What follows belongs to an exercise in optimizing a design on an open flow for small area, a short achievable clock period and few clock cycles; a production flow would make more cautious choices.
Function was checked by simulation only, so behaviour that the tests miss may differ from the original.

==> v16 <==
Design xoodyak_build, start of the top module:
module xoodyak_build (
    input  logic         eph1,
    input  logic         reset,
    input  logic         start,
    input  logic [351:0] input_data,
    input  logic [5:0]   opmode,
    output logic [191:0] textout,
    output logic         finished
);
Settings: LEC_CHECK=0, CAP_MARGIN=20, CORE_MARGIN=2, CORE_UTILIZATION=60, CTS_CLUSTER_DIAMETER=100, CTS_CLUSTER_SIZE=20, SETUP_SLACK_MARGIN=2.5, SLEW_MARGIN=20, SYNTH_HIERARCHICAL=1, SYNTH_MINIMUM_KEEP_SIZE=0; clock period 5.0 ns.
standard.sh (not shown) runs the stock make flow with config.mk's settings and CLKGATE_MAP_FILE= SYNTH_SCRIPT=/design/flow/synth_recipe.tcl, a recipe that flattens the netlist after the stock synthesis.
==> flow/flow/run.sh <==
#!/bin/bash
# Layout flow: the standard ORFS flow (standard.sh, unchanged synthesis
# and steps), with plain buf_1 cells as the input/output port buffers
# instead of the delay-cell buffers buffer_ports picks by default.
# ORFS writes each step's full log under orfs/logs/; make's own output goes
# to make_finish.log in the work folder.
set -euo pipefail
export BUFFER_PORTS_ARGS="-buffer_cell sky130_fd_sc_hd__buf_1"
bash standard.sh finish > make_finish.log 2>&1
==> v17: changes against v16 <==
--- a/flow/config.mk
+++ b/flow/config.mk
@@ -5,12 +5,12 @@
 export SDC_FILE = /design/flow/constraint.sdc
 export NUM_CORES = 4
 export LEC_CHECK = 0
 export CAP_MARGIN = 20
 export CORE_MARGIN = 2
 export CORE_UTILIZATION = 60
 export CTS_CLUSTER_DIAMETER = 100
 export CTS_CLUSTER_SIZE = 20
-export SETUP_SLACK_MARGIN = 2.5
+export SETUP_SLACK_MARGIN = 2.0
 export SLEW_MARGIN = 20
 export SYNTH_HIERARCHICAL = 1
 export SYNTH_MINIMUM_KEEP_SIZE = 0
==> v37: changes against v16 <==
--- a/flow/design.v
+++ b/flow/design.v
@@ -29,19 +29,16 @@
     logic           s_ok;                   
     logic           pend;                   
     logic           last;                   
     logic [7:0]     cu;
     logic [1:0]     unused_opmode;
     assign unused_opmode = opmode[4:3];
     assign op_in   = opmode[2:0];
     assign cont_in = opmode[5];
-    function automatic logic [31:0] rotl(input logic [31:0] v, input int n);
-        rotl = (v << n) | (v >> (32 - n));
-    endfunction
     function automatic logic [31:0] round_const(input logic [3:0] r);
         logic [31:0] c;
         case (r)
             4'd0:    c = 32'h058;
             4'd1:    c = 32'h038;
             4'd2:    c = 32'h3C0;
             4'd3:    c = 32'h0D0;
             4'd4:    c = 32'h120;
@@ -51,42 +48,26 @@
             4'd8:    c = 32'h380;
             4'd9:    c = 32'h0F0;
             4'd10:   c = 32'h1A0;
             4'd11:   c = 32'h012;
             default: c = 32'h000;
         endcase
         round_const = c;
     endfunction
-    function automatic logic [383:0] xoodoo_theta(input logic [383:0] s_in);
-        logic [31:0]  a [3][4];
-        logic [31:0]  p [4];
-        logic [31:0]  e [4];
-        logic [383:0] s_out;
-        for (int yy = 0; yy < 3; yy++)
-            for (int x = 0; x < 4; x++)
-                for (int k = 0; k < 4; k++)
-                    a[yy][x][8*k +: 8] = s_in[383 - 8*(16*yy + 4*x + k) -: 8];
-        for (int x = 0; x < 4; x++)
-            p[x] = a[0][x] ^ a[1][x] ^ a[2][x];
-        for (int x = 0; x < 4; x++)
-            e[x] = rotl(p[(x + 3) % 4], 5) ^ rotl(p[(x + 3) % 4], 14);
-        for (int yy = 0; yy < 3; yy++)
-            for (int x = 0; x < 4; x++)
-                a[yy][x] = a[yy][x] ^ e[x];
-        for (int yy = 0; yy < 3; yy++)
-            for (int x = 0; x < 4; x++)
-                for (int k = 0; k < 4; k++)
-                    s_out[383 - 8*(16*yy + 4*x + k) -: 8] = a[yy][x][8*k +: 8];
-        xoodoo_theta = s_out;
-    endfunction
-    function automatic logic is_inj(input int yy, input int x, input int z);
-        is_inj = (yy == 2 && x == 3 && (z == 28 || z == 30 || z == 31))
-              || (x == 0 && (z == 1 || z == 3 || z == 4 || z == 10 || z == 12 || z == 13))
-              || (yy == 0 && x == 0 && z < 10);
+    function automatic logic is_rc(input int yy, input int x, input int z);
+        is_rc = (yy == 0 && x == 0 && z < 10);
+    endfunction
+    function automatic int colour_bit(input int x, input int z);
+        colour_bit = -1;
+        if (x == 0) begin
+            if (z == 1 || z == 10) colour_bit = 4;
+            if (z == 3 || z == 12) colour_bit = 6;
+            if (z == 4 || z == 13) colour_bit = 7;
+        end
     endfunction
     function automatic int bidx(input int yy, input int x, input int z);
         bidx = 376 - 32 * (4 * yy + x) - 8 * (z / 8) + (z % 8);
     endfunction
     function automatic int fidx(input int yy, input int x, input int z);
         if (yy == 0)      fidx = bidx(0, x, z);
         else if (yy == 1) fidx = bidx(1, x, (z + 1) % 32);
         else              fidx = bidx(2, (x + 2) % 4, (z + 8) % 32);
@@ -131,17 +112,17 @@
     logic           sb_lo, sb_mid;          
     logic           sxn_lo, sxn_mid, sxn_hi;  
     logic           hold;                   
     logic           in_lo, in_hi;           
     logic           dq_sel;                 
     logic           tx_en, tx_hold;
     logic           busy_nxt;
     logic [383:0]   padx, padw;
-    logic [383:0]   inj;
+    logic [383:0]   inj;                    
     logic [9:0]     rcv;
     logic [383:0]   dext, iext;
     assign is_n  = (op_q == OP_NONCE);
     assign is_a  = (op_q == OP_ASSOC);
     assign is_e  = (op_q == OP_ENC);
     assign is_d  = (op_q == OP_DEC);
     assign is_sq = (op_q == OP_SQZ);
     assign is_r  = (op_q == OP_RAT);
@@ -171,17 +152,17 @@
             case (op_in)
                 OP_INIT:  begin padw[383 - 8*17 - 7] = 1'b1; padw[1:0] = 2'b10; end
                 OP_NONCE: begin padw[383 - 8*16 - 7] = 1'b1; padw[1:0] = 2'b11; end
                 default:  begin padw[383 - 8*44 - 7] = 1'b1; padw[1:0] = cont_in ? 2'b00 : 2'b11; end
             endcase
         end
     end
     always_comb begin
-        inj = xoodoo_theta({376'b0, cu});
+        inj = '0;
         for (int z = 0; z < 10; z++)
             inj[bidx(0, 0, z)] = inj[bidx(0, 0, z)] ^ rcv[z];
     end
     logic [3:0]  rnd_nxt;
     logic [31:0] rc_nxt;
     always_comb begin
         if (up_start)   rnd_nxt = 4'd1;
         else if (last)  rnd_nxt = 4'd0;
@@ -190,30 +171,43 @@
         rc_nxt = round_const(rnd_nxt);
     end
     logic [127:0] p01, q, r;
     logic [383:0] th, b, pre, c, xb;    
     logic         xb_t0;                
     for (genvar xx = 0; xx < 4; xx++) begin : g_x
         for (genvar z = 0; z < 32; z++) begin : g_z
             xo2 u_p0 (.a(s[bidx(0, xx, z)]), .b(s[bidx(1, xx, z)]), .y(p01[32 * xx + z]));
-            xo2 u_r  (.a(p01[32 * ((xx + 3) % 4) + (z + 27) % 32]),
-                      .b(p01[32 * ((xx + 3) % 4) + (z + 18) % 32]), .y(r[32 * xx + z]));
+            if (colour_bit(xx, z) >= 0) begin : g_rc
+                logic r0;
+                xo2 u_r  (.a(p01[32 * ((xx + 3) % 4) + (z + 27) % 32]),
+                          .b(p01[32 * ((xx + 3) % 4) + (z + 18) % 32]), .y(r0));
+                xo2 u_rc (.a(r0), .b(cu[colour_bit(xx, z)]), .y(r[32 * xx + z]));
+            end else begin : g_r
+                xo2 u_r  (.a(p01[32 * ((xx + 3) % 4) + (z + 27) % 32]),
+                          .b(p01[32 * ((xx + 3) % 4) + (z + 18) % 32]), .y(r[32 * xx + z]));
+            end
             xo2 u_q  (.a(s[bidx(2, (xx + 3) % 4, (z + 27) % 32)]),
                       .b(s[bidx(2, (xx + 3) % 4, (z + 18) % 32)]), .y(q[32 * xx + z]));
             for (genvar yy = 0; yy < 3; yy++) begin : g_y
                 logic aq;
-                if (is_inj(yy, xx, z)) begin : g_i
+                if (is_rc(yy, xx, z)) begin : g_i
                     logic si;
                     xo2 u_i (.a(s[bidx(yy, xx, z)]), .b(inj[bidx(yy, xx, z)]), .y(si));
                     xo2 u_q (.a(si), .b(q[32 * xx + z]), .y(aq));
                 end else begin : g_n
                     xo2 u_q (.a(s[bidx(yy, xx, z)]), .b(q[32 * xx + z]), .y(aq));
                 end
-                xo2 u_t (.a(aq), .b(r[32 * xx + z]), .y(th[bidx(yy, xx, z)]));
+                if (yy == 2 && xx == 3 && (z == 28 || z == 30 || z == 31)) begin : g_cs
+                    logic aqc;
+                    xo2 u_c (.a(aq), .b(cu[z - 24]), .y(aqc));
+                    xo2 u_t (.a(aqc), .b(r[32 * xx + z]), .y(th[bidx(yy, xx, z)]));
+                end else begin : g_ct
+                    xo2 u_t (.a(aq), .b(r[32 * xx + z]), .y(th[bidx(yy, xx, z)]));
+                end
             end
             assign b[bidx(0, xx, z)] = th[bidx(0, xx, z)];
             assign b[bidx(1, xx, z)] = th[bidx(1, (xx + 3) % 4, z)];
             assign b[bidx(2, xx, z)] = th[bidx(2, xx, (z + 21) % 32)];
         end
     end
     assign pre = b;
     for (genvar xx = 0; xx < 4; xx++) begin : g_cx
--- a/flow/config.mk
+++ b/flow/config.mk
@@ -5,12 +5,12 @@
 export SDC_FILE = /design/flow/constraint.sdc
 export NUM_CORES = 4
 export LEC_CHECK = 0
 export CAP_MARGIN = 20
 export CORE_MARGIN = 2
 export CORE_UTILIZATION = 60
 export CTS_CLUSTER_DIAMETER = 100
 export CTS_CLUSTER_SIZE = 20
-export SETUP_SLACK_MARGIN = 2.5
+export SETUP_SLACK_MARGIN = 2.6
 export SLEW_MARGIN = 20
 export SYNTH_HIERARCHICAL = 1
 export SYNTH_MINIMUM_KEEP_SIZE = 0
==> run notes <==
| item | v37 | v17 | v16 |
|---|---|---|---|
| Data arrival time at the worst-slack endpoint | 3140 ps | 3800 ps | 3210 ps |
| Post-Synth XOR/XNOR Area | 0.3175 | 0.3188 | 0.3188 |
| Synth warn | 16 | 19 | 19 |
| Area Growth Syn to Fin | 30.20% | 12.64% | 23.36% |
| Cell repeated most along the worst path | sky130_fd_sc_hd__xor2_2 | sky130_fd_sc_hd__xor2_1 | sky130_fd_sc_hd__xor2_1 |
| 1st-pass router iterations | 14 | 11 | 14 |
| Sequential fraction of the synthesis area | 0.4522 | 0.4512 | 0.4512 |
| Routed wire length | 243.7 mm | 224.0 mm | 230.5 mm |
| Detail-routed via count per cell | 6.616 | 6.409 | 6.414 |
| Synthesized-area fraction occupied by adder cells | 0.002129 | 0.002597 | 0.002597 |
| Die outline height | 300.9 um | 301.2 um | 301.2 um |
| Mapped Cells | 4893 | 4913 | 4913 |
| Detailed placer's ending HPWL | 172.2 mm | 172.6 mm | 172.6 mm |
| Die Span X | 300.9 um | 301.2 um | 301.2 um |
| Inserted Diodes | 11 | 19 | 19 |
| First DRT Iteration DRCs | 8597 | 8172 | 8395 |
| Count of different cell masters after synthesis | 52 | 50 | 50 |
| Outcome | finished clean | finished clean | finished clean |
| Net count of the finished layout | 6049 | 5965 | 6025 |
| Multi-input logic portion of the cell area | 0.5330 | 0.4956 | 0.5250 |
| Met2 Wirelength | 100.4 mm | 94.66 mm | 95.94 mm |
| Critical Path Start | s[238]$_DFF_P_ | s[241]$_DFF_P_ | s[345]$_DFF_P_ |
| Non-clock buffer share of cell area | 0.06980 | 0.05008 | 0.05820 |
| Maximum achievable frequency | 389.5 MHz | 306.8 MHz | 373.3 MHz |
Testbench counts of v16, summed over its fixed seeds: cycles 39,108.
Testbench counts of v17, summed over its fixed seeds: cycles 39,108.
Testbench counts of v37, summed over its fixed seeds: cycles 39,108.

-- re-timing with driven ports --
In the flow no input, the clock included, has a driving cell. The finished layouts below were timed again as built, in two steps.
Step 1, drivers: a clkbuf_16 drives eph1 and a buf_2 each remaining input, both assumed.
Step 2, shift: input delay + t, output delay - t, t = (earliest + latest rising clock arrival at the registers) / 2. This alone moves slack from input paths to output paths.
a / b / c = ideal / step 1 / step 2; a / b = the first two.
run	t (ns)	setup slack, ns	hold slack, ns	worst setup path after step 2	latest minus earliest clock arrival (ns)
v16	0.749	2.321 / 2.321 / 1.730	0.415 / 0.362 / 0.493	input to register	0.040 / 0.040
v17	0.743	1.741 / 1.741 / 1.277	0.411 / 0.362 / 0.492	input to register	0.042 / 0.042
v37	0.747	2.433 / 2.433 / 1.829	0.423 / 0.368 / 0.494	input to register	0.059 / 0.058
After both steps setup and hold are still met in every run listed. For v37, which loses most, drivers alone change the setup slack by 0.000 ns; drivers and shift together by -0.604 ns.
